This is an optimization exercise on Yosys and OpenROAD, whose aim is small area, a short achievable clock period and few clock cycles per item, not a production implementation. Only simulation tests tie the RTL to the original design; equivalence was not proved.

## flow/design.v (module list and top-level ports; edited modules follow where they fit)
// module wrapped_angle_slew_tracker: 220 lines
// module wast_mul_g: 730 lines
// module wast_mul_l: 890 lines
// module wast_mul_d: 1698 lines
module wrapped_angle_slew_tracker
(
	input  wire logic                  clk,
	input  wire logic                  arst_n,
	input  wire logic                  cfg_valid,
	output      logic                  cfg_ready,
	input  wire logic [wast_pkg::CFG_IDX_W-1:0]  cfg_index,
	input  wire logic [wast_pkg::CFG_DATA_W-1:0] cfg_data,
	input  wire logic                  in_valid,
	output      logic                  in_ready,
	input  wire logic [wast_pkg::CMD_W-1:0]      cmd,
	input  wire logic [wast_pkg::ANGLE_W-1:0]    angle_in,
	input  wire logic [wast_pkg::TIME_W-1:0]     elapsed_time,
	output      logic                  out_valid,
	input  wire logic                  out_ready,
	output      logic [wast_pkg::ANGLE_W-1:0]    current_angle,
	output      logic [wast_pkg::ANGLE_W-1:0]    target_angle
);
  // ...
==> flow/run.sh <==
#!/bin/bash
# synth_recipe.tcl (not shown) runs the flow's synth.tcl, then flattens the netlist and writes it again
# the make line also repeats each setting of config.mk as NAME=value (left out here)
make -C /OpenROAD-flow-scripts/flow DESIGN_CONFIG=/design/flow/config.mk WORK_HOME=/design/flow/orfs CLKGATE_MAP_FILE= SYNTH_SCRIPT=/design/flow/synth_recipe.tcl finish
==> flow/config.mk <==
export PLATFORM = sky130hd
export DESIGN_NAME = wrapped_angle_slew_tracker
export DESIGN_NICKNAME = wrapped_angle_slew_tracker
export VERILOG_FILES = /design/flow/design.v
export SDC_FILE = /design/flow/constraint.sdc
export NUM_CORES = 4
export LEC_CHECK = 0
export CAP_MARGIN = 20
export CORE_MARGIN = 2
export CORE_UTILIZATION = 40
export SLEW_MARGIN = 20
==> flow/constraint.sdc <==
create_clock -name core_clock -period 11.0 [get_ports {clk}]
set_input_delay 2.2000 -clock core_clock [delete_from_list [all_inputs] [get_ports {clk}]]
set_output_delay 2.2000 -clock core_clock [all_outputs]
set_load 0.01 [all_outputs]
==> notes.md, run 1 <==
sequential fraction of the synthesis area=under 10%; number of synthesized flops with an enable pin=47; post-route insts no fill=5516; outcome=finished clean; Worst Path Required=between 10 and 15 ns; multi-input logic area=around 0.030 sq mm; placed cell area=0.0389 sq mm; Mapped Nets=5221; crit path DAT=9.96 ns; grt peak-use layer=met2; gpl congestion=0.923; hold path start=v1_q; largest net degree at the start of global routing=56; setup TNS=0 ns; Top class by area=multi-input combinational cells; GR met3 Demand/Resource=3.37%; sequential share of cell area=between 8 and 9%; Setup CP Type=register to register; Setup violations, final=0; Adder-Cell Fraction of Synth Area=33.0%; Top Registers=g1_q x28, slew_q x20; worst setup path startpoint=gain_q[2]
Testbench counts, summed over its fixed seeds: cycles 2,416, items 2,400.
==> run 2: changes to the inputs <==
--- a/flow/config.mk
+++ b/flow/config.mk
@@ -7,5 +7,6 @@
 export LEC_CHECK = 0
+export ABC_AREA = 1
 export CAP_MARGIN = 20
 export CORE_MARGIN = 2
-export CORE_UTILIZATION = 40
+export CORE_UTILIZATION = 50
 export SLEW_MARGIN = 20
==> run 2 against run 1 <==
Still clean. Clock skew shrank 0.0077 ns. Via count rose by 9.4%. Count of clock-buffer cells in the layout shrank 4. Setup slack gained 0.50 ns. Non-clock buffer count shrank 38. Worst hold slack got worse by 0.023 ns. First-iteration DRC count rose by 21%. Highest routed layer unchanged.
==> notes.md, run 2 <==
grt ovf=0; fin area=0.0391 sq mm; area leader, netlist=fa_1; critical path launch point type=register; # IOs=107; WHS Path Cells=2; most frequent cells in the layout=inv_1, nand2_1, fa_1; hold_ws=just over 0.5 ns; worst-case reg-to-reg path depth=40; CTS tree=yes; DR pass1 iterations=6; launching point of the worst reg2reg path=dmag_q[4]; WP buf/inv=5; Syn Inst Count=about 5100; Tmin final=just over 9 ns; cell with the most instances on the worst path=nand2_1; sequential fraction of the synthesis area=8.64% (+0.038 points); post-synthesis cell type count=just under 70; top cell family by delay on the critical path=adder cells; layout cell share with drive strength beyond 1=4.19%; H-tree depth=4; Yosys warnings=1; global-route wire length before repair=~200000 um; ys flop type=dfrtp_1; crit path DAT=9.60 ns (-0.36 ns); outcome=finished clean; critical-path maximum fanout=29; vias in the first global route=34800; Die Ht=about 280 um; Detail Route Antenna Nets=0; initial antenna violation count=0; cts bufs inserted=17; post-detail-place hpwl=99900 um; Setup violations, final=0 (unchanged); Vias=35400; Rel. slew slack=roughly 29%; setup slack at placement=1.98 ns; synth top area cells=fa_1, ha_1, inv_1; CP peak stage delay=between 0.7 and 0.8 ns; Hold WC Path Type=register to register; largest net degree at the start of global routing=61 (+8.9%); Layout area overhead=6.36%; Top Registers=g1_q x28, slew_q x20; top-count cell post-synth=inv_1; Worst Max-Slew Pin Slew=1.06 ns; placed cell area=0.0385 sq mm (-0.93%); Port Buf Inserts=93; initial detailed-routing violation count=3504; Crit. End Element=register; CTS hold repair buffers=0; CTS clk-pin slew, worst paths=0.06 ns; vias per cell=around 5.8; number of cell rows=99; CP Depth=40; Setup CP Type=register to register; Worst Path Required=11.37 ns (+0.15 ns); Fmax=108 MHz; Async SR Flop Fraction=59.8%; Crit-path slowest cell=inv_1; FF+latch count, synth=117; Inst Count DP=just over 6000; DRC violations left=0; post-route insts no fill=6066 (+10%); Routed Wire Length=126000 um; clock sinks=117; most common cell after layout, fill and taps aside=inv_1; n_diodes=0; Root Buffer=clkbuf_16; max FFs per register=28; worst setup margin=roughly 1.8 ns; Total Die Area=between 0.07 and 0.08 sq mm; clock skew=0.00952 ns; final period utilization=84.0%; Clk Latency, worst-skew pair=0.48 ns; Synth top area share=21.4%; filler cell count=between 7000 and 8000; synthesized area per cell=7.15 sq um; clk buf depth=2; CP endpoint=dmag_q[3]; # resized after CTS=0; total track usage=between 30% and 40%; number of synthesized flops with an enable pin=47 (unchanged); net count reported at finish=5904; Core Area=around 0.073 sq mm; Reg with most FFs=g1_q; setup bufs post-CTS=0; R2R Setup Slk=roughly 1.8 ns; fin. max-slew vios=0; Final Hold Viols=0; Die X=275 um; MaxCap Viol Count=0; setup TNS=0 ns (unchanged); WL/cell=20.8 um; Initial Util=50.5%; reg-to-reg endpoint=dmag_q[3]; RSZ-0062 raised after global routing=no; Mapped Nets=5950 (+14%); worst setup path startpoint=dmag_q[4]; synthesized cell area=between 0.03 and 0.04 sq mm; top post-synthesis cells by count=inv_1, nand2_1, fa_1; gpl congestion=0.975 (+5.7%)
run 2: cell count changes in the layout (fill, tap and decap cells not counted), moves of 69 or more:
cell,previous run,this run
a21o_1,79,10
inv_1,582,1057
nand3_1,51,198
o221ai_1,9,250
xor2_1,159,275
a22oi_1,182,0
a22o_1,161,0
o22ai_1,75,265
xnor2_1,244,65
nand2_1,313,961
mux2_2,182,0
run 2: metal layers:
layer / share of wire [%] / global-route usage (%) / vias up
met1: 42 / 44.9 / 16800
met4: 3.9 / 13.0 / 0
li1: - / - / 16800
met3: 8.1 / 5.62 / 265
met5: 0 / 0 / -
met2: 46 / 54.3 / 1546
run 2: layout make-up:
type                            count  area (sq um)  area share (%)
Clock buffer                       20           467            1.19
Tap cell                          959          1200            3.07
Multi-Input combinational cell   3680         28600            73.1
Clock inverter                     12          95.1           0.243
Timing Repair Buffer              150          1360            3.47
Inverter                         1128          4230            10.8
Sequential cell                   117          3180            8.13
run 2: how the worst min path moves through the flow:
stage / start / endpoint / slack, ns
5_1_grt: slew_q[14] / slew_q[14] / 0.53
4_1_cts: slew_q[11] / slew_q[11] / 0.52
6_report: slew_q[14] / slew_q[14] / 0.52
3_3_place_gp: slew_q[12] / slew_q[12] / 0.50
3_5_place_dp: slew_q[11] / slew_q[11] / 0.51
2_1_floorplan: slew_q[10] / slew_q[10] / 0.49
run 2: logic make-up (layout without fill, tap and decap cells):
kind of cell | count (synthesis) | in the layout | synth area share, %
simple gates | 1507 | 1507 | 17.2
buf+inv | 1343 | 1310 | 13.8
compound gates | 1092 | 1092 | 19.1
fa+ha+maj | 738 | 738 | 33.2
xor+xnor | 341 | 341 | 8.15
flops | 117 | 117 | 8.64
other cells | 1 | 1 | 0.0102
mux | 1 | 1 | 0.0272
run 2: tightest hold or removal path, stage by stage (launching register included):
cell and delay [ns]:
dfstp_2 0.39, nand2_1 0.05, o21ai_0 0.07
run 2: per-stage QoR:
step / utilization (%)
global placement: 52.9
global route: 53.7
finish: 53.7
CTS: 53.7
floorplan: -
detailed placement: 52.9
==> module wrapped_angle_slew_tracker, before the edit <==
module wrapped_angle_slew_tracker
(
	input  wire logic                  clk,
	input  wire logic                  arst_n,
	input  wire logic                  cfg_valid,
	output      logic                  cfg_ready,
	input  wire logic [wast_pkg::CFG_IDX_W-1:0]  cfg_index,
	input  wire logic [wast_pkg::CFG_DATA_W-1:0] cfg_data,
	input  wire logic                  in_valid,
	output      logic                  in_ready,
	input  wire logic [wast_pkg::CMD_W-1:0]      cmd,
	input  wire logic [wast_pkg::ANGLE_W-1:0]    angle_in,
	input  wire logic [wast_pkg::TIME_W-1:0]     elapsed_time,
	output      logic                  out_valid,
	input  wire logic                  out_ready,
	output      logic [wast_pkg::ANGLE_W-1:0]    current_angle,
	output      logic [wast_pkg::ANGLE_W-1:0]    target_angle
);
	localparam logic [16:0] FULL17 = 17'd46080;
	localparam logic [16:0] HALF17 = 17'd23040;
	logic [wast_pkg::SLEW_W-1:0]  slew_q;
	logic [wast_pkg::GAIN_W-1:0]  gain_q;
	logic        v1_q;
	logic [1:0]  c1_q;
	logic [27:0] g1_q;
	logic [15:0] l1_q;
	logic        gz1_q;
	logic [15:0] goal_q;
	logic [14:0] dmag_q;
	logic        dneg_q;
	logic        out_valid_q;
	logic        adv;
	logic [15:0] angle_f;
	logic [31:0] gd_s, gd_c;
	logic [35:0] sd_s, sd_c;
	logic [31:0] gd;
	logic [35:0] sd;
	logic [15:0] lim_sat;
	logic [15:0] cur_c;
	assign cfg_ready = 1'b1;
	assign adv       = v1_q && (!out_valid_q || out_ready);
	assign in_ready  = !v1_q || !out_valid_q || out_ready;
	assign out_valid = out_valid_q;
	always_ff @(posedge clk or negedge arst_n) begin
		if (!arst_n) begin
			slew_q <= wast_pkg::RESET_SLEW;
			gain_q <= wast_pkg::RESET_GAIN;
		end else if (cfg_valid) begin
			case (cfg_index)
				wast_pkg::REG_MAX_SLEW: slew_q <= cfg_data[wast_pkg::SLEW_W-1:0];
				wast_pkg::REG_GAIN:     gain_q <= cfg_data[wast_pkg::GAIN_W-1:0];
				default: ;
			endcase
		end
	end
	assign angle_f = (angle_in >= wast_pkg::FULL_TURN) ? angle_in - wast_pkg::FULL_TURN : angle_in;
	logic [17:0] gain3;
	logic [21:0] slew3;
	assign gain3 = {2'b00, gain_q} + {1'b0, gain_q, 1'b0};
	assign slew3 = {2'b00, slew_q} + {1'b0, slew_q, 1'b0};
	wast_mul_g u_mul_g (.x(gain_q), .x3(gain3), .y(elapsed_time), .s(gd_s), .c(gd_c));
	wast_mul_l u_mul_l (.x(slew_q), .x3(slew3), .y(elapsed_time), .s(sd_s), .c(sd_c));
	assign gd = gd_s + gd_c;
	assign sd = sd_s + sd_c;
	assign lim_sat = (sd[35:31] != '0) ? 16'h8000 : {1'b0, sd[30:16]};
	always_ff @(posedge clk or negedge arst_n) begin
		if (!arst_n) begin
			v1_q        <= 1'b0;
			out_valid_q <= 1'b0;
		end else begin
			if (in_ready)
				v1_q <= in_valid;
			if (adv)
				out_valid_q <= 1'b1;
			else if (out_ready)
				out_valid_q <= 1'b0;
		end
	end
	always_ff @(posedge clk) begin
		if (in_ready) begin
			c1_q  <= cmd;
			g1_q  <= {(gd[31:28] != '0) ? 4'hF : gd[27:24], gd[23:0]};
			l1_q  <= (cmd == wast_pkg::CMD_TICK) ? lim_sat : angle_f;
			gz1_q <= (gain_q == '0) || (elapsed_time == '0);
		end
	end
	always_comb begin
		logic [16:0] t;
		if (dneg_q) begin
			t = {1'b0, goal_q} + {2'b00, dmag_q};
			cur_c = (t >= FULL17) ? 16'(t - FULL17) : t[15:0];
		end else begin
			t = {1'b0, goal_q} - {2'b00, dmag_q};
			cur_c = t[16] ? 16'(t + FULL17) : t[15:0];
		end
	end
	assign current_angle = cur_c;
	assign target_angle  = goal_q;
	logic [14:0] zmask;
	logic [23:0] lor;
	logic        rnd;
	logic [43:0] q_s, q_c;
	logic [19:0] sh, ch;
	logic [24:0] q_lo;
	logic        cin;
	logic [19:0] ad, al, a12;
	logic [19:0] sd1, cd1, sl1, cl1, s121, c121;
	logic [20:0] yd, yl, y12;
	logic        sneg;
	logic        lo, hi;
	logic [16:0] r_l, r_13;
	logic [16:0] rem;
	logic [14:0] tk_mag;
	logic        tk_neg;
	logic [15:0] gz_t;
	always_comb begin
		lor[0] = g1_q[0];
		for (int k = 1; k < 24; k++)
			lor[k] = lor[k-1] | g1_q[k];
		for (int i = 0; i < 15; i++)
			zmask[i] = lor[23-i];
	end
	assign rnd = dneg_q && ((dmag_q & zmask) != '0);
	wast_mul_d u_mul_d (.x(g1_q), .y(dmag_q), .e(rnd), .s(q_s), .c(q_c));
	assign sh   = ~q_s[43:24];
	assign ch   = ~q_c[43:24];
	assign q_lo = {1'b0, q_s[23:0]} + {1'b0, q_c[23:0]};
	assign cin  = ~q_lo[24];
	assign ad   = {5'b0, dmag_q};
	assign al   = {4'b0, l1_q};
	assign a12  = 20'd12;
	assign sd1  = ad ^ sh ^ ch;
	assign cd1  = (ad & sh) | (ad & ch) | (sh & ch);
	assign sl1  = al ^ sh ^ ch;
	assign cl1  = (al & sh) | (al & ch) | (sh & ch);
	assign s121 = a12 ^ sh ^ ch;
	assign c121 = (a12 & sh) | (a12 & ch) | (sh & ch);
	assign yd   = 21'({sd1, 1'b1} + {cd1[18:0], 1'b1, cin}) ;
	assign yl   = 21'({sl1, 1'b1} + {cl1[18:0], 1'b1, cin}) ;
	assign y12  = 21'({s121, 1'b1} + {c121[18:0], 1'b1, cin}) ;
	always_comb begin
		hi   = yl[20];
		lo   = !y12[20];
		sneg = dneg_q && !gz1_q && (dmag_q != '0);
		r_l  = {2'b00, dmag_q} - {1'b0, l1_q};
		r_13 = {2'b00, dmag_q} - 17'd13;
		if (sneg)
			rem = hi ? r_l : lo ? r_13 : {yd[20], yd[16:1]};
		else
			rem = lo ? r_13 : hi ? r_l : {yd[20], yd[16:1]};
		gz_t = {1'b0, dmag_q} + 16'd13;
		if (rem[16]) begin
			tk_mag = '0;
			tk_neg = 1'b0;
		end else if (dneg_q && gz1_q) begin
			if ({1'b0, gz_t} > HALF17) begin
				tk_mag = 15'(FULL17 - {1'b0, gz_t});
				tk_neg = 1'b0;
			end else if ({1'b0, gz_t} == HALF17) begin
				tk_mag = 15'(HALF17);
				tk_neg = (goal_q < wast_pkg::HALF_TURN);
			end else begin
				tk_mag = gz_t[14:0];
				tk_neg = 1'b1;
			end
		end else begin
			tk_mag = rem[14:0];
			tk_neg = dneg_q;
		end
	end
	logic [15:0] wx, wy;
	logic [16:0] wraw, wdiff;
	logic [14:0] w_mag;
	logic        w_neg;
	always_comb begin
		if (c1_q == wast_pkg::CMD_SET_TARGET) begin
			wx = l1_q;
			wy = cur_c;
		end else begin
			wx = goal_q;
			wy = l1_q;
		end
		wraw = {1'b0, wx} - {1'b0, wy};
		if (!wraw[16] && wraw > HALF17)
			wdiff = wraw - FULL17;
		else if (wraw[16] && (17'(-wraw) > HALF17))
			wdiff = wraw + FULL17;
		else
			wdiff = wraw;
		w_neg = wdiff[16];
		w_mag = w_neg ? 15'(-wdiff) : wdiff[14:0];
	end
	always_ff @(posedge clk or negedge arst_n) begin
		if (!arst_n) begin
			goal_q <= '0;
			dmag_q <= '0;
			dneg_q <= 1'b0;
		end else if (adv) begin
			case (c1_q)
				wast_pkg::CMD_TICK: begin
					dmag_q <= tk_mag;
					dneg_q <= tk_neg;
				end
				wast_pkg::CMD_SET_TARGET: begin
					goal_q <= l1_q;
					dmag_q <= w_mag;
					dneg_q <= w_neg;
				end
				wast_pkg::CMD_SET_CUR: begin
					dmag_q <= w_mag;
					dneg_q <= w_neg;
				end
				default: begin
					dmag_q <= '0;
					dneg_q <= 1'b0;
				end
			endcase
		end
	end
endmodule
==> run 3: changes to the inputs <==
--- a/flow/design.v
+++ b/flow/design.v
@@ -45,2 +45,7 @@
 	logic [wast_pkg::GAIN_W-1:0]  gain_q;
+	logic        v0_q;
+	logic [1:0]  c0_q;
+	logic [15:0] a0_q;
+	logic [15:0] t0_q;
+	logic        s1_load;
 	logic        v1_q;
@@ -64,3 +69,4 @@
 	assign adv       = v1_q && (!out_valid_q || out_ready);
-	assign in_ready  = !v1_q || !out_valid_q || out_ready;
+	assign s1_load   = !v1_q || !out_valid_q || out_ready;
+	assign in_ready  = !v0_q || s1_load;
 	assign out_valid = out_valid_q;
@@ -81,6 +87,8 @@
 	logic [21:0] slew3;
-	assign gain3 = {2'b00, gain_q} + {1'b0, gain_q, 1'b0};
-	assign slew3 = {2'b00, slew_q} + {1'b0, slew_q, 1'b0};
-	wast_mul_g u_mul_g (.x(gain_q), .x3(gain3), .y(elapsed_time), .s(gd_s), .c(gd_c));
-	wast_mul_l u_mul_l (.x(slew_q), .x3(slew3), .y(elapsed_time), .s(sd_s), .c(sd_c));
+	always_ff @(posedge clk) begin
+		gain3 <= {2'b00, gain_q} + {1'b0, gain_q, 1'b0};
+		slew3 <= {2'b00, slew_q} + {1'b0, slew_q, 1'b0};
+	end
+	wast_mul_g u_mul_g (.x(gain_q), .x3(gain3), .y(t0_q), .s(gd_s), .c(gd_c));
+	wast_mul_l u_mul_l (.x(slew_q), .x3(slew3), .y(t0_q), .s(sd_s), .c(sd_c));
 	assign gd = gd_s + gd_c;
@@ -90,2 +98,3 @@
 		if (!arst_n) begin
+			v0_q        <= 1'b0;
 			v1_q        <= 1'b0;
@@ -94,3 +103,5 @@
 			if (in_ready)
-				v1_q <= in_valid;
+				v0_q <= in_valid;
+			if (s1_load)
+				v1_q <= v0_q;
 			if (adv)
@@ -103,6 +114,11 @@
 		if (in_ready) begin
-			c1_q  <= cmd;
+			c0_q <= cmd;
+			a0_q <= angle_f;
+			t0_q <= elapsed_time;
+		end
+		if (s1_load) begin
+			c1_q  <= c0_q;
 			g1_q  <= {(gd[31:28] != '0) ? 4'hF : gd[27:24], gd[23:0]};
-			l1_q  <= (cmd == wast_pkg::CMD_TICK) ? lim_sat : angle_f;
-			gz1_q <= (gain_q == '0) || (elapsed_time == '0);
+			l1_q  <= (c0_q == wast_pkg::CMD_TICK) ? lim_sat : a0_q;
+			gz1_q <= (gain_q == '0) || (t0_q == '0);
 		end
@@ -126,3 +142,3 @@
 	logic [19:0] sh, ch;
-	logic [24:0] q_lo;
+	logic        q_lo_co;
 	logic        cin;
@@ -130,3 +146,3 @@
 	logic [19:0] sd1, cd1, sl1, cl1, s121, c121;
-	logic [20:0] yd, yl, y12;
+	logic [19:0] yd, yl, y12;
 	logic        sneg;
@@ -134,3 +150,2 @@
 	logic [16:0] r_l, r_13;
-	logic [16:0] rem;
 	logic [14:0] tk_mag;
@@ -138,6 +153,11 @@
 	logic [15:0] gz_t;
+	logic        use_m;
+	logic [14:0] v_m;
+	logic [5:0][23:0] lp;
 	always_comb begin
-		lor[0] = g1_q[0];
-		for (int k = 1; k < 24; k++)
-			lor[k] = lor[k-1] | g1_q[k];
+		lp[0] = g1_q[23:0];
+		for (int l = 0; l < 5; l++)
+			for (int i = 0; i < 24; i++)
+				lp[l+1][i] = ((i >> l) & 1) ? (lp[l][i] | lp[l][((i >> l) << l) - 1]) : lp[l][i];
+		lor = lp[5];
 		for (int i = 0; i < 15; i++)
@@ -149,4 +169,4 @@
 	assign ch   = ~q_c[43:24];
-	assign q_lo = {1'b0, q_s[23:0]} + {1'b0, q_c[23:0]};
-	assign cin  = ~q_lo[24];
+	wast_add24 u_add_lo (.a(q_s[23:0]), .b(q_c[23:0]), .s(), .co(q_lo_co));
+	assign cin  = ~q_lo_co;
 	assign ad   = {5'b0, dmag_q};
@@ -160,8 +180,10 @@
 	assign c121 = (a12 & sh) | (a12 & ch) | (sh & ch);
-	assign yd   = 21'({sd1, 1'b1} + {cd1[18:0], 1'b1, cin}) ;
-	assign yl   = 21'({sl1, 1'b1} + {cl1[18:0], 1'b1, cin}) ;
-	assign y12  = 21'({s121, 1'b1} + {c121[18:0], 1'b1, cin}) ;
+	wast_add20 u_add_d  (.a(sd1),  .b({cd1[18:0], 1'b1}),  .ci(cin), .s(yd),  .co());
+	wast_add20 u_add_l  (.a(sl1),  .b({cl1[18:0], 1'b1}),  .ci(cin), .s(yl),  .co());
+	wast_add20 u_add_12 (.a(s121), .b({c121[18:0], 1'b1}), .ci(cin), .s(y12), .co());
 	always_comb begin
-		hi   = yl[20];
-		lo   = !y12[20];
+		logic sel_m, sel_l;
+		logic [14:0] v_m, v_l, v_13;
+		hi   = yl[19];
+		lo   = !y12[19];
 		sneg = dneg_q && !gz1_q && (dmag_q != '0);
@@ -169,11 +191,8 @@
 		r_13 = {2'b00, dmag_q} - 17'd13;
-		if (sneg)
-			rem = hi ? r_l : lo ? r_13 : {yd[20], yd[16:1]};
-		else
-			rem = lo ? r_13 : hi ? r_l : {yd[20], yd[16:1]};
+		sel_m = !hi && !lo;
+		sel_l = hi && (sneg || !lo);
+		v_l  = r_l[16]  ? 15'd0 : r_l[14:0];
+		v_13 = r_13[16] ? 15'd0 : r_13[14:0];
 		gz_t = {1'b0, dmag_q} + 16'd13;
-		if (rem[16]) begin
-			tk_mag = '0;
-			tk_neg = 1'b0;
-		end else if (dneg_q && gz1_q) begin
+		if (dneg_q && gz1_q && !r_13[16]) begin
 			if ({1'b0, gz_t} > HALF17) begin
@@ -188,5 +207,7 @@
 			end
+			use_m = 1'b0;
 		end else begin
-			tk_mag = rem[14:0];
+			tk_mag = sel_l ? v_l : v_13;
 			tk_neg = dneg_q;
+			use_m  = sel_m;
 		end
@@ -215,2 +236,21 @@
 	end
+	logic [14:0] nx_mag;
+	logic        nx_neg;
+	always_comb begin
+		case (c1_q)
+			wast_pkg::CMD_TICK: begin
+				nx_mag = tk_mag;
+				nx_neg = tk_neg;
+			end
+			wast_pkg::CMD_SET_TARGET, wast_pkg::CMD_SET_CUR: begin
+				nx_mag = w_mag;
+				nx_neg = w_neg;
+			end
+			default: begin
+				nx_mag = '0;
+				nx_neg = 1'b0;
+			end
+		endcase
+	end
+	assign v_m = yd[19] ? 15'd0 : yd[14:0];
 	always_ff @(posedge clk or negedge arst_n) begin
@@ -221,21 +261,11 @@
 		end else if (adv) begin
-			case (c1_q)
-				wast_pkg::CMD_TICK: begin
-					dmag_q <= tk_mag;
-					dneg_q <= tk_neg;
-				end
-				wast_pkg::CMD_SET_TARGET: begin
-					goal_q <= l1_q;
-					dmag_q <= w_mag;
-					dneg_q <= w_neg;
-				end
-				wast_pkg::CMD_SET_CUR: begin
-					dmag_q <= w_mag;
-					dneg_q <= w_neg;
-				end
-				default: begin
-					dmag_q <= '0;
-					dneg_q <= 1'b0;
-				end
-			endcase
+			if (c1_q == wast_pkg::CMD_SET_TARGET)
+				goal_q <= l1_q;
+			if (c1_q == wast_pkg::CMD_TICK && use_m) begin
+				dmag_q <= v_m;
+				dneg_q <= dneg_q;
+			end else begin
+				dmag_q <= nx_mag;
+				dneg_q <= nx_neg;
+			end
 		end
@@ -3561,2 +3591,481 @@
 endmodule
+module wast_add20 (
+	input  wire logic [19:0] a,
+	input  wire logic [19:0] b,
+	input  wire logic ci,
+	output logic [19:0] s,
+	output logic co
+);
+	logic g0_0, p0_0;
+	assign g0_0 = a[0] & b[0];
+	assign p0_0 = a[0] ^ b[0];
+	logic g0_1, p0_1;
+	assign g0_1 = a[1] & b[1];
+	assign p0_1 = a[1] ^ b[1];
+	logic g0_2, p0_2;
+	assign g0_2 = a[2] & b[2];
+	assign p0_2 = a[2] ^ b[2];
+	logic g0_3, p0_3;
+	assign g0_3 = a[3] & b[3];
+	assign p0_3 = a[3] ^ b[3];
+	logic g0_4, p0_4;
+	assign g0_4 = a[4] & b[4];
+	assign p0_4 = a[4] ^ b[4];
+	logic g0_5, p0_5;
+	assign g0_5 = a[5] & b[5];
+	assign p0_5 = a[5] ^ b[5];
+	logic g0_6, p0_6;
+	assign g0_6 = a[6] & b[6];
+	assign p0_6 = a[6] ^ b[6];
+	logic g0_7, p0_7;
+	assign g0_7 = a[7] & b[7];
+	assign p0_7 = a[7] ^ b[7];
+	logic g0_8, p0_8;
+	assign g0_8 = a[8] & b[8];
+	assign p0_8 = a[8] ^ b[8];
+	logic g0_9, p0_9;
+	assign g0_9 = a[9] & b[9];
+	assign p0_9 = a[9] ^ b[9];
+	logic g0_10, p0_10;
+	assign g0_10 = a[10] & b[10];
+	assign p0_10 = a[10] ^ b[10];
+	logic g0_11, p0_11;
+	assign g0_11 = a[11] & b[11];
+	assign p0_11 = a[11] ^ b[11];
+	logic g0_12, p0_12;
+	assign g0_12 = a[12] & b[12];
+	assign p0_12 = a[12] ^ b[12];
+	logic g0_13, p0_13;
+	assign g0_13 = a[13] & b[13];
+	assign p0_13 = a[13] ^ b[13];
+	logic g0_14, p0_14;
+	assign g0_14 = a[14] & b[14];
+	assign p0_14 = a[14] ^ b[14];
+	logic g0_15, p0_15;
+	assign g0_15 = a[15] & b[15];
+	assign p0_15 = a[15] ^ b[15];
+	logic g0_16, p0_16;
+	assign g0_16 = a[16] & b[16];
+	assign p0_16 = a[16] ^ b[16];
+	logic g0_17, p0_17;
+	assign g0_17 = a[17] & b[17];
+	assign p0_17 = a[17] ^ b[17];
+	logic g0_18, p0_18;
+	assign g0_18 = a[18] & b[18];
+	assign p0_18 = a[18] ^ b[18];
+	logic g0_19, p0_19;
+	assign g0_19 = a[19] & b[19];
+	assign p0_19 = a[19] ^ b[19];
+	logic G1_1, P1_1;
+	assign G1_1 = g0_1 | (p0_1 & g0_0);
+	assign P1_1 = p0_1 & p0_0;
+	logic G1_3, P1_3;
+	assign G1_3 = g0_3 | (p0_3 & g0_2);
+	assign P1_3 = p0_3 & p0_2;
+	logic G1_5, P1_5;
+	assign G1_5 = g0_5 | (p0_5 & g0_4);
+	assign P1_5 = p0_5 & p0_4;
+	logic G1_7, P1_7;
+	assign G1_7 = g0_7 | (p0_7 & g0_6);
+	assign P1_7 = p0_7 & p0_6;
+	logic G1_9, P1_9;
+	assign G1_9 = g0_9 | (p0_9 & g0_8);
+	assign P1_9 = p0_9 & p0_8;
+	logic G1_11, P1_11;
+	assign G1_11 = g0_11 | (p0_11 & g0_10);
+	assign P1_11 = p0_11 & p0_10;
+	logic G1_13, P1_13;
+	assign G1_13 = g0_13 | (p0_13 & g0_12);
+	assign P1_13 = p0_13 & p0_12;
+	logic G1_15, P1_15;
+	assign G1_15 = g0_15 | (p0_15 & g0_14);
+	assign P1_15 = p0_15 & p0_14;
+	logic G1_17, P1_17;
+	assign G1_17 = g0_17 | (p0_17 & g0_16);
+	assign P1_17 = p0_17 & p0_16;
+	logic G1_19, P1_19;
+	assign G1_19 = g0_19 | (p0_19 & g0_18);
+	assign P1_19 = p0_19 & p0_18;
+	logic G2_2, P2_2;
+	assign G2_2 = g0_2 | (p0_2 & G1_1);
+	assign P2_2 = p0_2 & P1_1;
+	logic G2_3, P2_3;
+	assign G2_3 = G1_3 | (P1_3 & G1_1);
+	assign P2_3 = P1_3 & P1_1;
+	logic G2_6, P2_6;
+	assign G2_6 = g0_6 | (p0_6 & G1_5);
+	assign P2_6 = p0_6 & P1_5;
+	logic G2_7, P2_7;
+	assign G2_7 = G1_7 | (P1_7 & G1_5);
+	assign P2_7 = P1_7 & P1_5;
+	logic G2_10, P2_10;
+	assign G2_10 = g0_10 | (p0_10 & G1_9);
+	assign P2_10 = p0_10 & P1_9;
+	logic G2_11, P2_11;
+	assign G2_11 = G1_11 | (P1_11 & G1_9);
+	assign P2_11 = P1_11 & P1_9;
+	logic G2_14, P2_14;
+	assign G2_14 = g0_14 | (p0_14 & G1_13);
+	assign P2_14 = p0_14 & P1_13;
+	logic G2_15, P2_15;
+	assign G2_15 = G1_15 | (P1_15 & G1_13);
+	assign P2_15 = P1_15 & P1_13;
+	logic G2_18, P2_18;
+	assign G2_18 = g0_18 | (p0_18 & G1_17);
+	assign P2_18 = p0_18 & P1_17;
+	logic G2_19, P2_19;
+	assign G2_19 = G1_19 | (P1_19 & G1_17);
+	assign P2_19 = P1_19 & P1_17;
+	logic G3_4, P3_4;
+	assign G3_4 = g0_4 | (p0_4 & G2_3);
+	assign P3_4 = p0_4 & P2_3;
+	logic G3_5, P3_5;
+	assign G3_5 = G1_5 | (P1_5 & G2_3);
+	assign P3_5 = P1_5 & P2_3;
+	logic G3_6, P3_6;
+	assign G3_6 = G2_6 | (P2_6 & G2_3);
+	assign P3_6 = P2_6 & P2_3;
+	logic G3_7, P3_7;
+	assign G3_7 = G2_7 | (P2_7 & G2_3);
+	assign P3_7 = P2_7 & P2_3;
+	logic G3_12, P3_12;
+	assign G3_12 = g0_12 | (p0_12 & G2_11);
+	assign P3_12 = p0_12 & P2_11;
+	logic G3_13, P3_13;
+	assign G3_13 = G1_13 | (P1_13 & G2_11);
+	assign P3_13 = P1_13 & P2_11;
+	logic G3_14, P3_14;
+	assign G3_14 = G2_14 | (P2_14 & G2_11);
+	assign P3_14 = P2_14 & P2_11;
+	logic G3_15, P3_15;
+	assign G3_15 = G2_15 | (P2_15 & G2_11);
+	assign P3_15 = P2_15 & P2_11;
+	logic G4_8, P4_8;
+	assign G4_8 = g0_8 | (p0_8 & G3_7);
+	assign P4_8 = p0_8 & P3_7;
+	logic G4_9, P4_9;
+	assign G4_9 = G1_9 | (P1_9 & G3_7);
+	assign P4_9 = P1_9 & P3_7;
+	logic G4_10, P4_10;
+	assign G4_10 = G2_10 | (P2_10 & G3_7);
+	assign P4_10 = P2_10 & P3_7;
+	logic G4_11, P4_11;
+	assign G4_11 = G2_11 | (P2_11 & G3_7);
+	assign P4_11 = P2_11 & P3_7;
+	logic G4_12, P4_12;
+	assign G4_12 = G3_12 | (P3_12 & G3_7);
+	assign P4_12 = P3_12 & P3_7;
+	logic G4_13, P4_13;
+	assign G4_13 = G3_13 | (P3_13 & G3_7);
+	assign P4_13 = P3_13 & P3_7;
+	logic G4_14, P4_14;
+	assign G4_14 = G3_14 | (P3_14 & G3_7);
+	assign P4_14 = P3_14 & P3_7;
+	logic G4_15, P4_15;
+	assign G4_15 = G3_15 | (P3_15 & G3_7);
+	assign P4_15 = P3_15 & P3_7;
+	logic G5_16, P5_16;
+	assign G5_16 = g0_16 | (p0_16 & G4_15);
+	assign P5_16 = p0_16 & P4_15;
+	logic G5_17, P5_17;
+	assign G5_17 = G1_17 | (P1_17 & G4_15);
+	assign P5_17 = P1_17 & P4_15;
+	logic G5_18, P5_18;
+	assign G5_18 = G2_18 | (P2_18 & G4_15);
+	assign P5_18 = P2_18 & P4_15;
+	logic G5_19, P5_19;
+	assign G5_19 = G2_19 | (P2_19 & G4_15);
+	assign P5_19 = P2_19 & P4_15;
+	assign s = {p0_19 ^ (G5_18 | (P5_18 & ci)), p0_18 ^ (G5_17 | (P5_17 & ci)), p0_17 ^ (G5_16 | (P5_16 & ci)), p0_16 ^ (G4_15 | (P4_15 & ci)), p0_15 ^ (G4_14 | (P4_14 & ci)), p0_14 ^ (G4_13 | (P4_13 & ci)), p0_13 ^ (G4_12 | (P4_12 & ci)), p0_12 ^ (G4_11 | (P4_11 & ci)), p0_11 ^ (G4_10 | (P4_10 & ci)), p0_10 ^ (G4_9 | (P4_9 & ci)), p0_9 ^ (G4_8 | (P4_8 & ci)), p0_8 ^ (G3_7 | (P3_7 & ci)), p0_7 ^ (G3_6 | (P3_6 & ci)), p0_6 ^ (G3_5 | (P3_5 & ci)), p0_5 ^ (G3_4 | (P3_4 & ci)), p0_4 ^ (G2_3 | (P2_3 & ci)), p0_3 ^ (G2_2 | (P2_2 & ci)), p0_2 ^ (G1_1 | (P1_1 & ci)), p0_1 ^ (g0_0 | (p0_0 & ci)), p0_0 ^ ci};
+	assign co = G5_19 | (P5_19 & ci);
+endmodule
+module wast_add24 (
+	input  wire logic [23:0] a,
+	input  wire logic [23:0] b,
+	output logic [23:0] s,
+	output logic co
+);
+	logic g0_0, p0_0;
+	assign g0_0 = a[0] & b[0];
+	assign p0_0 = a[0] ^ b[0];
+	logic g0_1, p0_1;
+	assign g0_1 = a[1] & b[1];
+	assign p0_1 = a[1] ^ b[1];
+	logic g0_2, p0_2;
+	assign g0_2 = a[2] & b[2];
+	assign p0_2 = a[2] ^ b[2];
+	logic g0_3, p0_3;
+	assign g0_3 = a[3] & b[3];
+	assign p0_3 = a[3] ^ b[3];
+	logic g0_4, p0_4;
+	assign g0_4 = a[4] & b[4];
+	assign p0_4 = a[4] ^ b[4];
+	logic g0_5, p0_5;
+	assign g0_5 = a[5] & b[5];
+	assign p0_5 = a[5] ^ b[5];
+	logic g0_6, p0_6;
+	assign g0_6 = a[6] & b[6];
+	assign p0_6 = a[6] ^ b[6];
+	logic g0_7, p0_7;
+	assign g0_7 = a[7] & b[7];
+	assign p0_7 = a[7] ^ b[7];
+	logic g0_8, p0_8;
+	assign g0_8 = a[8] & b[8];
+	assign p0_8 = a[8] ^ b[8];
+	logic g0_9, p0_9;
+	assign g0_9 = a[9] & b[9];
+	assign p0_9 = a[9] ^ b[9];
+	logic g0_10, p0_10;
+	assign g0_10 = a[10] & b[10];
+	assign p0_10 = a[10] ^ b[10];
+	logic g0_11, p0_11;
+	assign g0_11 = a[11] & b[11];
+	assign p0_11 = a[11] ^ b[11];
+	logic g0_12, p0_12;
+	assign g0_12 = a[12] & b[12];
+	assign p0_12 = a[12] ^ b[12];
+	logic g0_13, p0_13;
+	assign g0_13 = a[13] & b[13];
+	assign p0_13 = a[13] ^ b[13];
+	logic g0_14, p0_14;
+	assign g0_14 = a[14] & b[14];
+	assign p0_14 = a[14] ^ b[14];
+	logic g0_15, p0_15;
+	assign g0_15 = a[15] & b[15];
+	assign p0_15 = a[15] ^ b[15];
+	logic g0_16, p0_16;
+	assign g0_16 = a[16] & b[16];
+	assign p0_16 = a[16] ^ b[16];
+	logic g0_17, p0_17;
+	assign g0_17 = a[17] & b[17];
+	assign p0_17 = a[17] ^ b[17];
+	logic g0_18, p0_18;
+	assign g0_18 = a[18] & b[18];
+	assign p0_18 = a[18] ^ b[18];
+	logic g0_19, p0_19;
+	assign g0_19 = a[19] & b[19];
+	assign p0_19 = a[19] ^ b[19];
+	logic g0_20, p0_20;
+	assign g0_20 = a[20] & b[20];
+	assign p0_20 = a[20] ^ b[20];
+	logic g0_21, p0_21;
+	assign g0_21 = a[21] & b[21];
+	assign p0_21 = a[21] ^ b[21];
+	logic g0_22, p0_22;
+	assign g0_22 = a[22] & b[22];
+	assign p0_22 = a[22] ^ b[22];
+	logic g0_23, p0_23;
+	assign g0_23 = a[23] & b[23];
+	assign p0_23 = a[23] ^ b[23];
+	logic G1_1;
+	assign G1_1 = g0_1 | (p0_1 & g0_0);
+	logic P1_1;
+	assign P1_1 = p0_1 & p0_0;
+	logic G1_3;
+	assign G1_3 = g0_3 | (p0_3 & g0_2);
+	logic P1_3;
+	assign P1_3 = p0_3 & p0_2;
+	logic G1_5;
+	assign G1_5 = g0_5 | (p0_5 & g0_4);
+	logic P1_5;
+	assign P1_5 = p0_5 & p0_4;
+	logic G1_7;
+	assign G1_7 = g0_7 | (p0_7 & g0_6);
+	logic P1_7;
+	assign P1_7 = p0_7 & p0_6;
+	logic G1_9;
+	assign G1_9 = g0_9 | (p0_9 & g0_8);
+	logic P1_9;
+	assign P1_9 = p0_9 & p0_8;
+	logic G1_11;
+	assign G1_11 = g0_11 | (p0_11 & g0_10);
+	logic P1_11;
+	assign P1_11 = p0_11 & p0_10;
+	logic G1_13;
+	assign G1_13 = g0_13 | (p0_13 & g0_12);
+	logic P1_13;
+	assign P1_13 = p0_13 & p0_12;
+	logic G1_15;
+	assign G1_15 = g0_15 | (p0_15 & g0_14);
+	logic P1_15;
+	assign P1_15 = p0_15 & p0_14;
+	logic G1_17;
+	assign G1_17 = g0_17 | (p0_17 & g0_16);
+	logic P1_17;
+	assign P1_17 = p0_17 & p0_16;
+	logic G1_19;
+	assign G1_19 = g0_19 | (p0_19 & g0_18);
+	logic P1_19;
+	assign P1_19 = p0_19 & p0_18;
+	logic G1_21;
+	assign G1_21 = g0_21 | (p0_21 & g0_20);
+	logic P1_21;
+	assign P1_21 = p0_21 & p0_20;
+	logic G1_23;
+	assign G1_23 = g0_23 | (p0_23 & g0_22);
+	logic P1_23;
+	assign P1_23 = p0_23 & p0_22;
+	logic G2_2;
+	assign G2_2 = g0_2 | (p0_2 & G1_1);
+	logic P2_2;
+	assign P2_2 = p0_2 & P1_1;
+	logic G2_3;
+	assign G2_3 = G1_3 | (P1_3 & G1_1);
+	logic P2_3;
+	assign P2_3 = P1_3 & P1_1;
+	logic G2_6;
+	assign G2_6 = g0_6 | (p0_6 & G1_5);
+	logic P2_6;
+	assign P2_6 = p0_6 & P1_5;
+	logic G2_7;
+	assign G2_7 = G1_7 | (P1_7 & G1_5);
+	logic P2_7;
+	assign P2_7 = P1_7 & P1_5;
+	logic G2_10;
+	assign G2_10 = g0_10 | (p0_10 & G1_9);
+	logic P2_10;
+	assign P2_10 = p0_10 & P1_9;
+	logic G2_11;
+	assign G2_11 = G1_11 | (P1_11 & G1_9);
+	logic P2_11;
+	assign P2_11 = P1_11 & P1_9;
+	logic G2_14;
+	assign G2_14 = g0_14 | (p0_14 & G1_13);
+	logic P2_14;
+	assign P2_14 = p0_14 & P1_13;
+	logic G2_15;
+	assign G2_15 = G1_15 | (P1_15 & G1_13);
+	logic P2_15;
+	assign P2_15 = P1_15 & P1_13;
+	logic G2_18;
+	assign G2_18 = g0_18 | (p0_18 & G1_17);
+	logic P2_18;
+	assign P2_18 = p0_18 & P1_17;
+	logic G2_19;
+	assign G2_19 = G1_19 | (P1_19 & G1_17);
+	logic P2_19;
+	assign P2_19 = P1_19 & P1_17;
+	logic G2_22;
+	assign G2_22 = g0_22 | (p0_22 & G1_21);
+	logic P2_22;
+	assign P2_22 = p0_22 & P1_21;
+	logic G2_23;
+	assign G2_23 = G1_23 | (P1_23 & G1_21);
+	logic P2_23;
+	assign P2_23 = P1_23 & P1_21;
+	logic G3_4;
+	assign G3_4 = g0_4 | (p0_4 & G2_3);
+	logic P3_4;
+	assign P3_4 = p0_4 & P2_3;
+	logic G3_5;
+	assign G3_5 = G1_5 | (P1_5 & G2_3);
+	logic P3_5;
+	assign P3_5 = P1_5 & P2_3;
+	logic G3_6;
+	assign G3_6 = G2_6 | (P2_6 & G2_3);
+	logic P3_6;
+	assign P3_6 = P2_6 & P2_3;
+	logic G3_7;
+	assign G3_7 = G2_7 | (P2_7 & G2_3);
+	logic P3_7;
+	assign P3_7 = P2_7 & P2_3;
+	logic G3_12;
+	assign G3_12 = g0_12 | (p0_12 & G2_11);
+	logic P3_12;
+	assign P3_12 = p0_12 & P2_11;
+	logic G3_13;
+	assign G3_13 = G1_13 | (P1_13 & G2_11);
+	logic P3_13;
+	assign P3_13 = P1_13 & P2_11;
+	logic G3_14;
+	assign G3_14 = G2_14 | (P2_14 & G2_11);
+	logic P3_14;
+	assign P3_14 = P2_14 & P2_11;
+	logic G3_15;
+	assign G3_15 = G2_15 | (P2_15 & G2_11);
+	logic P3_15;
+	assign P3_15 = P2_15 & P2_11;
+	logic G3_20;
+	assign G3_20 = g0_20 | (p0_20 & G2_19);
+	logic P3_20;
+	assign P3_20 = p0_20 & P2_19;
+	logic G3_21;
+	assign G3_21 = G1_21 | (P1_21 & G2_19);
+	logic P3_21;
+	assign P3_21 = P1_21 & P2_19;
+	logic G3_22;
+	assign G3_22 = G2_22 | (P2_22 & G2_19);
+	logic P3_22;
+	assign P3_22 = P2_22 & P2_19;
+	logic G3_23;
+	assign G3_23 = G2_23 | (P2_23 & G2_19);
+	logic P3_23;
+	assign P3_23 = P2_23 & P2_19;
+	logic G4_8;
+	assign G4_8 = g0_8 | (p0_8 & G3_7);
+	logic P4_8;
+	assign P4_8 = p0_8 & P3_7;
+	logic G4_9;
+	assign G4_9 = G1_9 | (P1_9 & G3_7);
+	logic P4_9;
+	assign P4_9 = P1_9 & P3_7;
+	logic G4_10;
+	assign G4_10 = G2_10 | (P2_10 & G3_7);
+	logic P4_10;
+	assign P4_10 = P2_10 & P3_7;
+	logic G4_11;
+	assign G4_11 = G2_11 | (P2_11 & G3_7);
+	logic P4_11;
+	assign P4_11 = P2_11 & P3_7;
+	logic G4_12;
+	assign G4_12 = G3_12 | (P3_12 & G3_7);
+	logic P4_12;
+	assign P4_12 = P3_12 & P3_7;
+	logic G4_13;
+	assign G4_13 = G3_13 | (P3_13 & G3_7);
+	logic P4_13;
+	assign P4_13 = P3_13 & P3_7;
+	logic G4_14;
+	assign G4_14 = G3_14 | (P3_14 & G3_7);
+	logic P4_14;
+	assign P4_14 = P3_14 & P3_7;
+	logic G4_15;
+	assign G4_15 = G3_15 | (P3_15 & G3_7);
+	logic P4_15;
+	assign P4_15 = P3_15 & P3_7;
+	logic G5_16;
+	assign G5_16 = g0_16 | (p0_16 & G4_15);
+	logic P5_16;
+	assign P5_16 = p0_16 & P4_15;
+	logic G5_17;
+	assign G5_17 = G1_17 | (P1_17 & G4_15);
+	logic P5_17;
+	assign P5_17 = P1_17 & P4_15;
+	logic G5_18;
+	assign G5_18 = G2_18 | (P2_18 & G4_15);
+	logic P5_18;
+	assign P5_18 = P2_18 & P4_15;
+	logic G5_19;
+	assign G5_19 = G2_19 | (P2_19 & G4_15);
+	logic P5_19;
+	assign P5_19 = P2_19 & P4_15;
+	logic G5_20;
+	assign G5_20 = G3_20 | (P3_20 & G4_15);
+	logic P5_20;
+	assign P5_20 = P3_20 & P4_15;
+	logic G5_21;
+	assign G5_21 = G3_21 | (P3_21 & G4_15);
+	logic P5_21;
+	assign P5_21 = P3_21 & P4_15;
+	logic G5_22;
+	assign G5_22 = G3_22 | (P3_22 & G4_15);
+	logic P5_22;
+	assign P5_22 = P3_22 & P4_15;
+	logic G5_23;
+	assign G5_23 = G3_23 | (P3_23 & G4_15);
+	logic P5_23;
+	assign P5_23 = P3_23 & P4_15;
+	assign s = {p0_23 ^ G5_22, p0_22 ^ G5_21, p0_21 ^ G5_20, p0_20 ^ G5_19, p0_19 ^ G5_18, p0_18 ^ G5_17, p0_17 ^ G5_16, p0_16 ^ G4_15, p0_15 ^ G4_14, p0_14 ^ G4_13, p0_13 ^ G4_12, p0_12 ^ G4_11, p0_11 ^ G4_10, p0_10 ^ G4_9, p0_9 ^ G4_8, p0_8 ^ G3_7, p0_7 ^ G3_6, p0_6 ^ G3_5, p0_5 ^ G3_4, p0_4 ^ G2_3, p0_3 ^ G2_2, p0_2 ^ G1_1, p0_1 ^ g0_0, p0_0 ^ 1'b0};
+	assign co = G5_23;
+endmodule
 `default_nettype wire
--- a/flow/config.mk
+++ b/flow/config.mk
@@ -11,2 +11,3 @@
 export CORE_UTILIZATION = 50
+export SETUP_SLACK_MARGIN = 4
 export SLEW_MARGIN = 20
==> run 3 against run 2 <==
Global-route usage grew 1.2 points. Worst hold slack lost 0.027 ns. Still clean on timing, DRC and antenna. Synthesized area grew 3.9%. Die area is 3.8% higher. Design area up 6.9%. Critical path type unchanged. Register-to-register slack gained 1.8 ns.
==> notes.md, run 3 <==
outcome=finished clean; clock sinks=192 (+64%); synth top area cells=fa_1, ha_1, inv_1; critical-path maximum fanout=6 (-79%); Top Registers=g1_q x28, slew3 x22, slew_q x20; DR pass1 iterations=7 (+1); Yosys warnings=1 (unchanged); Async SR Flop Fraction=37.0% (-23 points); clk buf depth=2 (unchanged); gpl congestion=0.983 (+0.76%); synthesized area per cell=7.52 sq um (+5.2%); max FFs per register=28 (unchanged); WL/cell=22.4 um (+8.0%); FF+latch count, synth=192 (+64%); Inst Count DP=5980 (-0.89%); WP buf/inv=5 (unchanged); top post-synthesis cells by count=inv_1, nand2_1, fa_1; Clk Latency, worst-skew pair=0.52 ns (+0.04 ns); Routed Wire Length=137000 um (+8.4%); Synth top area share=20.6% (-0.81 points); vias per cell=5.92 (+1.5%); final period utilization=67.5% (-16 points); Crit. End Element=register; layout cell share with drive strength beyond 1=8.37% (+4.2 points); Final Hold Viols=0 (unchanged); Worst Max-Slew Pin Slew=1.02 ns (-0.0408 ns); clock skew=0.0299 ns (+0.0204 ns); critical path launch point type=register; grt ovf=0 (unchanged); Syn Inst Count=5078 (-1.2%); Worst Path Required=11.43 ns (+0.06 ns); Setup violations, final=0 (unchanged); post-detail-place hpwl=104000 um (+3.8%); Rel. slew slack=31.0% (+2.4 points); Vias=36100 (+1.9%); post-route insts no fill=6090 (+0.40%); synthesized cell area=0.0382 sq mm (+3.9%); Total Die Area=0.0786 sq mm (+3.8%); crit path DAT=7.86 ns (-1.74 ns); RSZ-0062 raised after global routing=yes; global-route wire length before repair=208000 um (+5.5%); top cell family by delay on the critical path=compound AO/OA/AOI/OAI gates; Mapped Nets=5889 (-1.0%); Detail Route Antenna Nets=0 (unchanged); Layout area overhead=9.39%; top-count cell post-synth=inv_1; CTS clk-pin slew, worst paths=0.08 ns (+0.02 ns); Root Buffer=clkbuf_16; sequential fraction of the synthesis area=13.2% (+4.5 points); cell with the most instances on the worst path=a21oi_2; multi-input logic area=0.0289 sq mm (+1.1%); DRC violations left=0 (unchanged); Core Area=0.0758 sq mm (+4.1%); vias in the first global route=35300 (+1.5%); ys flop type=edfxtp_1; Die X=280 um (+1.9%); Setup CP Type=register to register; Hold WC Path Type=register to register; area leader, netlist=fa_1; most common cell after layout, fill and taps aside=inv_1; largest net degree at the start of global routing=65 (+6.6%); net count reported at finish=5910 (+0.10%); number of synthesized flops with an enable pin=81 (+72%); Port Buf Inserts=93 (unchanged); initial antenna violation count=2 (+2); n_diodes=0 (unchanged); H-tree depth=4 (unchanged); Crit-path slowest cell=edfxtp_1; fin. max-slew vios=0 (unchanged); most frequent cells in the layout=inv_1, nand2_1, fa_1; Tmin final=7.43 ns (-1.81 ns); number of cell rows=101 (+2.0%); FF/Latch Area=0.00504 sq mm (+59%); setup TNS=0 ns (unchanged); R2R Setup Slk=3.57 ns (+1.81 ns); CP peak stage delay=0.51 ns (-0.21 ns); filler cell count=7397 (-0.31%); Initial Util=50.4% (-0.094 points); total track usage=34.7% (+1.2 points); Reg with most FFs=g1_q; cts bufs inserted=17 (unchanged); initial detailed-routing violation count=3691 (+5.3%); Fmax=135 MHz (+24%); # IOs=107 (unchanged); post-synthesis cell type count=78 (+15%); CTS tree=yes; Die Ht=280 um (+1.9%); MaxCap Viol Count=0 (unchanged)
run 3: changes by cell type in the layout (fill, tap and decap cells not counted), moves of 12 or more:
cell      change
nand3_2      +13
edfxtp_1     +34
dfxtp_1      +40
o221ai_1     -99
buf_4        +56
nor2_1       +25
a21oi_1      +91
o22ai_1     +107
nand2_1     -221
nand3_1      -53
nand2_2      +12
inv_1        -90
run 3: final cells by class:
| cell class | count | area share [%] |
|---|---|---|
| multi-input cells | 3610 | 69.1 |
| flip-flops and latches | 192 | 12.1 |
| well taps | 978 | 2.93 |
| clock inverters | 14 | 0.431 |
| clock buffers | 18 | 1.08 |
| repair buffers | 218 | 4.71 |
| inverters | 1058 | 9.66 |
| repair inverters | 2 | 0.0300 |
run 3: cell families after synthesis:
logic type,share of synthesized area [%]
other cells,0.00982
xor+xnor,7.86
flops,13.2
buf+inv,12.7
fa+ha+maj,31.9
compound gates,19.9
simple gates,14.4
run 3: layer usage:
metal,GRT usage [%],vias up,share of wire [%]
met5,0,-,0.022
met4,16.8,4,5.4
met3,5.84,373,8.8
met2,56.0,1825,45
met1,45.3,17000,41
li1,-,16900,-
run 3: what timing repair did:
action                                 CTS  global route
hold buffers                             0             0
gates cloned                             7             1
setup endpoints to repair               25            38
setup buffers                           35            35
gates resized for setup                115            52
pin swaps                               37            41
endpoints found under the hold margin    0             0
run 3: stage by stage:
| step | hold slack, ns | setup WS, ns | instance area (sq um) | util [%] |
|---|---|---|---|---|
| 2_1_floorplan | 0.427 | 4.40 | 38200 | - |
| 3_3_place_gp | 0.453 | 2.27 | 39900 | 52.6 |
| 3_5_place_dp | 0.476 | 2.12 | 39900 | 52.7 |
| 4_1_cts | 0.494 | 3.78 | 41300 | 54.5 |
| 5_1_grt | 0.509 | 3.24 | 41800 | 55.1 |
| 6_report | 0.489 | 3.57 | 41800 | 55.1 |
run 3: worst paths after layout:
path	startpoint	endpoint	depth (start not counted)
max	g1_q[0]	dmag_q[6]	35
min	v1_q	out_valid_q	2
max reg2reg	g1_q[0]	dmag_q[6]	35
min reg2reg	v1_q	out_valid_q	2
max in group asynchronous	arst_n	dmag_q[3]	2
min in group asynchronous	arst_n	slew_q[19]	1
run 3: worst register-to-register path, delay by kind of cell (launching register included):
family | cells | cell delay, ns
AOI/OAI and AO/OA | 12 | 2.28
adders and majority gates | 5 | 2.12
buffers and inverters | 5 | 0.47
DFF | 1 | 0.51
and+or+nand+nor | 13 | 1.96
Testbench counts of run 3, summed over its fixed seeds: cycles 2,424, items 2,400.
==> run 4: changes to the inputs <==
--- a/flow/design.v
+++ b/flow/design.v
@@ -47,3 +47,2 @@
 	logic [1:0]  c0_q;
-	logic [15:0] a0_q;
 	logic [15:0] t0_q;
@@ -115,4 +114,3 @@
 			c0_q <= cmd;
-			a0_q <= angle_f;
-			t0_q <= elapsed_time;
+			t0_q <= (cmd == wast_pkg::CMD_TICK) ? elapsed_time : angle_f;
 		end
@@ -121,3 +119,3 @@
 			g1_q  <= {(gd[31:28] != '0) ? 4'hF : gd[27:24], gd[23:0]};
-			l1_q  <= (c0_q == wast_pkg::CMD_TICK) ? lim_sat : a0_q;
+			l1_q  <= (c0_q == wast_pkg::CMD_TICK) ? lim_sat : t0_q;
 			gz1_q <= (gain_q == '0) || (t0_q == '0);
--- a/flow/config.mk
+++ b/flow/config.mk
@@ -10,4 +10,4 @@
 export CORE_MARGIN = 2
-export CORE_UTILIZATION = 50
-export SETUP_SLACK_MARGIN = 4
+export CORE_UTILIZATION = 65
+export SETUP_SLACK_MARGIN = 5
 export SLEW_MARGIN = 20
==> run 4 against run 3 <==
Critical endpoint is now dmag_q[1]. Still clean. Synthesized area shrank 0.53%. Count of clock-buffer cells in the layout grew 3. Utilization grew 21 points. Largest cell class unchanged. Highest routed layer unchanged. Sequential share of layout area shrank 1.6 points.
==> notes.md, run 4 <==
Syn Inst Count=5141 (+1.2%); setup slack at placement=2.84 ns (+0.717 ns); Crit. End Element=register; Setup violations, final=0 (unchanged); Crit-path slowest cell=o41ai_4; post-detail-place hpwl=102000 um (-1.2%); global-route wire length before repair=215000 um (+3.2%); Total Die Area=0.0604 sq mm (-23%); largest net degree at the start of global routing=52 (-20%); Worst Max-Slew Pin Slew=1.10 ns (+0.0812 ns); final period utilization=63.1% (-4.4 points); cts bufs inserted=17 (unchanged); cell with the most instances on the worst path=nand2_1; CTS hold repair buffers=0 (unchanged); Hold WC Path Type=register to register; setup TNS=0 ns (unchanged); CP peak stage delay=0.62 ns (+0.11 ns); number of synthesized flops with an enable pin=65 (-20%); most common cell after layout, fill and taps aside=inv_1; Clk Latency, worst-skew pair=0.50 ns (-0.02 ns); Top Registers=g1_q x28, slew3 x22, slew_q x20; WHS Path Cells=0 (-2); CTS tree=yes; Die Ht=246 um (-12%); WP buf/inv=7 (+2); Root Buffer=clkbuf_16; Reg with most FFs=g1_q; Vias=39200 (+8.6%); n_diodes=0 (unchanged); number of cell rows=88 (-13%); Port Buf Inserts=93 (unchanged); vias in the first global route=37900 (+7.4%); Layout area overhead=14.8%; CTS clk-pin slew, worst paths=0.08 ns (about the same); max FFs per register=28 (unchanged); clock sinks=176 (-8.3%); Worst Hold Path EP=c1_q[0]; worst-case reg-to-reg path depth=38 (+8.6%); Synth top area share=20.7% (+0.11 points); post-synthesis cell type count=74 (-5.1%); gpl congestion=1.00 (+2.0%); synthesized area per cell=7.39 sq um (-1.7%); # IOs=107 (unchanged); R2R Setup Slk=4.05 ns (+0.48 ns); Worst Path Required=11.39 ns (-0.04 ns); critical-path maximum fanout=8 (+2); grt ovf=0 (unchanged); Mapped Nets=5952 (+1.1%); multi-input logic area=0.0300 sq mm (+4.0%); DR pass1 iterations=9 (+2); clock skew=0.0231 ns (-0.00677 ns); CP Depth=38 (+8.6%); Rel. slew slack=26.5% (-4.6 points); critical path launch point type=register; crit path DAT=7.34 ns (-0.52 ns); hold path start=c0_q[0]; Yosys warnings=1 (unchanged); fin. max-slew vios=0 (unchanged); H-tree depth=4 (unchanged); Fmax=144 MHz (+6.9%); top post-synthesis cells by count=inv_1, nand2_1, fa_1; MaxCap Viol Count=0 (unchanged); synth top area cells=fa_1, ha_1, inv_1; Setup CP Type=register to register; ys flop type=edfxtp_1; Final Hold Viols=0 (unchanged); launching point of the worst reg2reg path=g1_q[2]; filler cell count=4472 (-40%); FF+latch count, synth=176 (-8.3%); clk buf depth=2 (unchanged); sequential fraction of the synthesis area=12.0% (-1.2 points); outcome=finished clean; top-count cell post-synth=inv_1; synthesized cell area=0.0380 sq mm (-0.53%); vias per cell=6.48 (+9.4%); reg-to-reg endpoint=dmag_q[1]; most frequent cells in the layout=inv_1, nand2_1, fa_1; Detail Route Antenna Nets=0 (unchanged); worst setup margin=4.05 ns (+0.482 ns); layout cell share with drive strength beyond 1=13.3% (+4.9 points); Routed Wire Length=143000 um (+5.0%); Die X=246 um (-12%); Core Area=0.0577 sq mm (-24%); WL/cell=23.7 um (+5.7%); Tmin final=6.95 ns (-0.482 ns); initial antenna violation count=1 (-1); net count reported at finish=6079 (+2.9%); area leader, netlist=fa_1; RSZ-0062 raised after global routing=yes; Async SR Flop Fraction=40.3% (+3.4 points); Initial Util=65.8% (+15 points); DRC violations left=0 (unchanged); top cell family by delay on the critical path=adder cells; initial detailed-routing violation count=5230 (+42%); total track usage=46.4% (+12 points); FF/Latch Area=0.00458 sq mm (-9.1%)
run 4: how the worst max path moves through the flow:
| stage | to | start | slack, ns |
|---|---|---|---|
| 2_1_floorplan | dmag_q[2] | dmag_q[3] | 4.92 |
| 3_3_place_gp | dmag_q[11] | g1_q[7] | 3.04 |
| 3_5_place_dp | dmag_q[2] | g1_q[7] | 2.84 |
| 4_1_cts | current_angle[12] | dmag_q[2] | 4.25 |
| 5_1_grt | dmag_q[13] | dmag_q[6] | 3.87 |
| 6_report | dmag_q[1] | g1_q[2] | 4.05 |
run 4: area by class of cell:
class | count | share of cell area (%)
clock buffer | 21 | 1.16
multi-input combinational | 3670 | 68.8
timing repair buffer | 325 | 7.27
sequential | 176 | 10.5
timing repair inverter | 3 | 0.0488
clock inverter | 11 | 0.341
tap | 765 | 2.19
inverter | 1075 | 9.68
run 4: cells by family after synthesis:
group           after synthesis  synth area share [%]
simple gates               1350                  15.0
mux                           1                0.0264
flops                       176                  12.0
fa+ha+maj                   739                  32.1
other cells                   1               0.00987
xor+xnor                    345                  8.06
buf+inv                    1298                  13.0
compound gates             1231                  19.9
run 4: per-stage QoR:
| step | cell area (sq um) | utilization (%) | hold slack [ns] | std cells |
|---|---|---|---|---|
| 2_1_floorplan | 38200 | - | 0.427 | 5141 |
| 6_report | 43600 | 75.6 | 0.487 | 6046 |
| 5_1_grt | 43600 | 75.6 | 0.492 | 6046 |
| 4_1_cts | 42500 | 73.7 | 0.468 | 5989 |
| 3_5_place_dp | 39600 | 68.7 | 0.451 | 5837 |
| 3_3_place_gp | 39600 | 68.7 | 0.432 | 5837 |
run 4: what timing repair did:
action / CTS / global route
gates cloned: 10 / 2
pin swaps: 111 / 72
gates resized for setup: 324 / 153
buffers inserted: 110 / 54
endpoints found under the setup margin: 48 / 45
run 4: metal layers:
layer	track usage, %	share of wire, %
met1	54.5	35
met2	72.9	44
met3	11.6	12
met4	36.0	9.4
met5	0	0.0077
Testbench counts of run 4, summed over its fixed seeds: cycles 2,424, items 2,400.

what the ideal ports hide:
In the flow no input, the clock included, has a driving cell. The finished layouts below were timed again as built, in two steps.
Step 1, drivers: a clkbuf_16 drives clk and a buf_2 each remaining input, both assumed.
Step 2 also shifts input and output timing later by t, the mid clock arrival at the registers, as if the neighbouring blocks saw the same clock.
Three values: ideal, step 1, step 2; two values: the first two.
| run | shift t [ns] | setup WS [ns] | worst setup path at the end | clock arrival spread, ns |
|---|---|---|---|---|
| run 1 | 0.534 | 1.268 / 1.267 / 1.206 | input to register | 0.021 / 0.021 |
| run 2 | 0.540 | 1.763 / 1.763 / 1.763 | register to register | 0.011 / 0.011 |
| run 3 | 0.574 | 3.572 / 3.572 / 3.572 | register to register | 0.030 / 0.030 |
| run 4 | 0.559 | 4.055 / 4.055 / 4.055 | register to register | 0.023 / 0.024 |
After both steps every run listed still meets setup and hold. The setup slack of run 1, which loses most, moves by -0.001 ns with the drivers and by -0.062 ns with both steps.
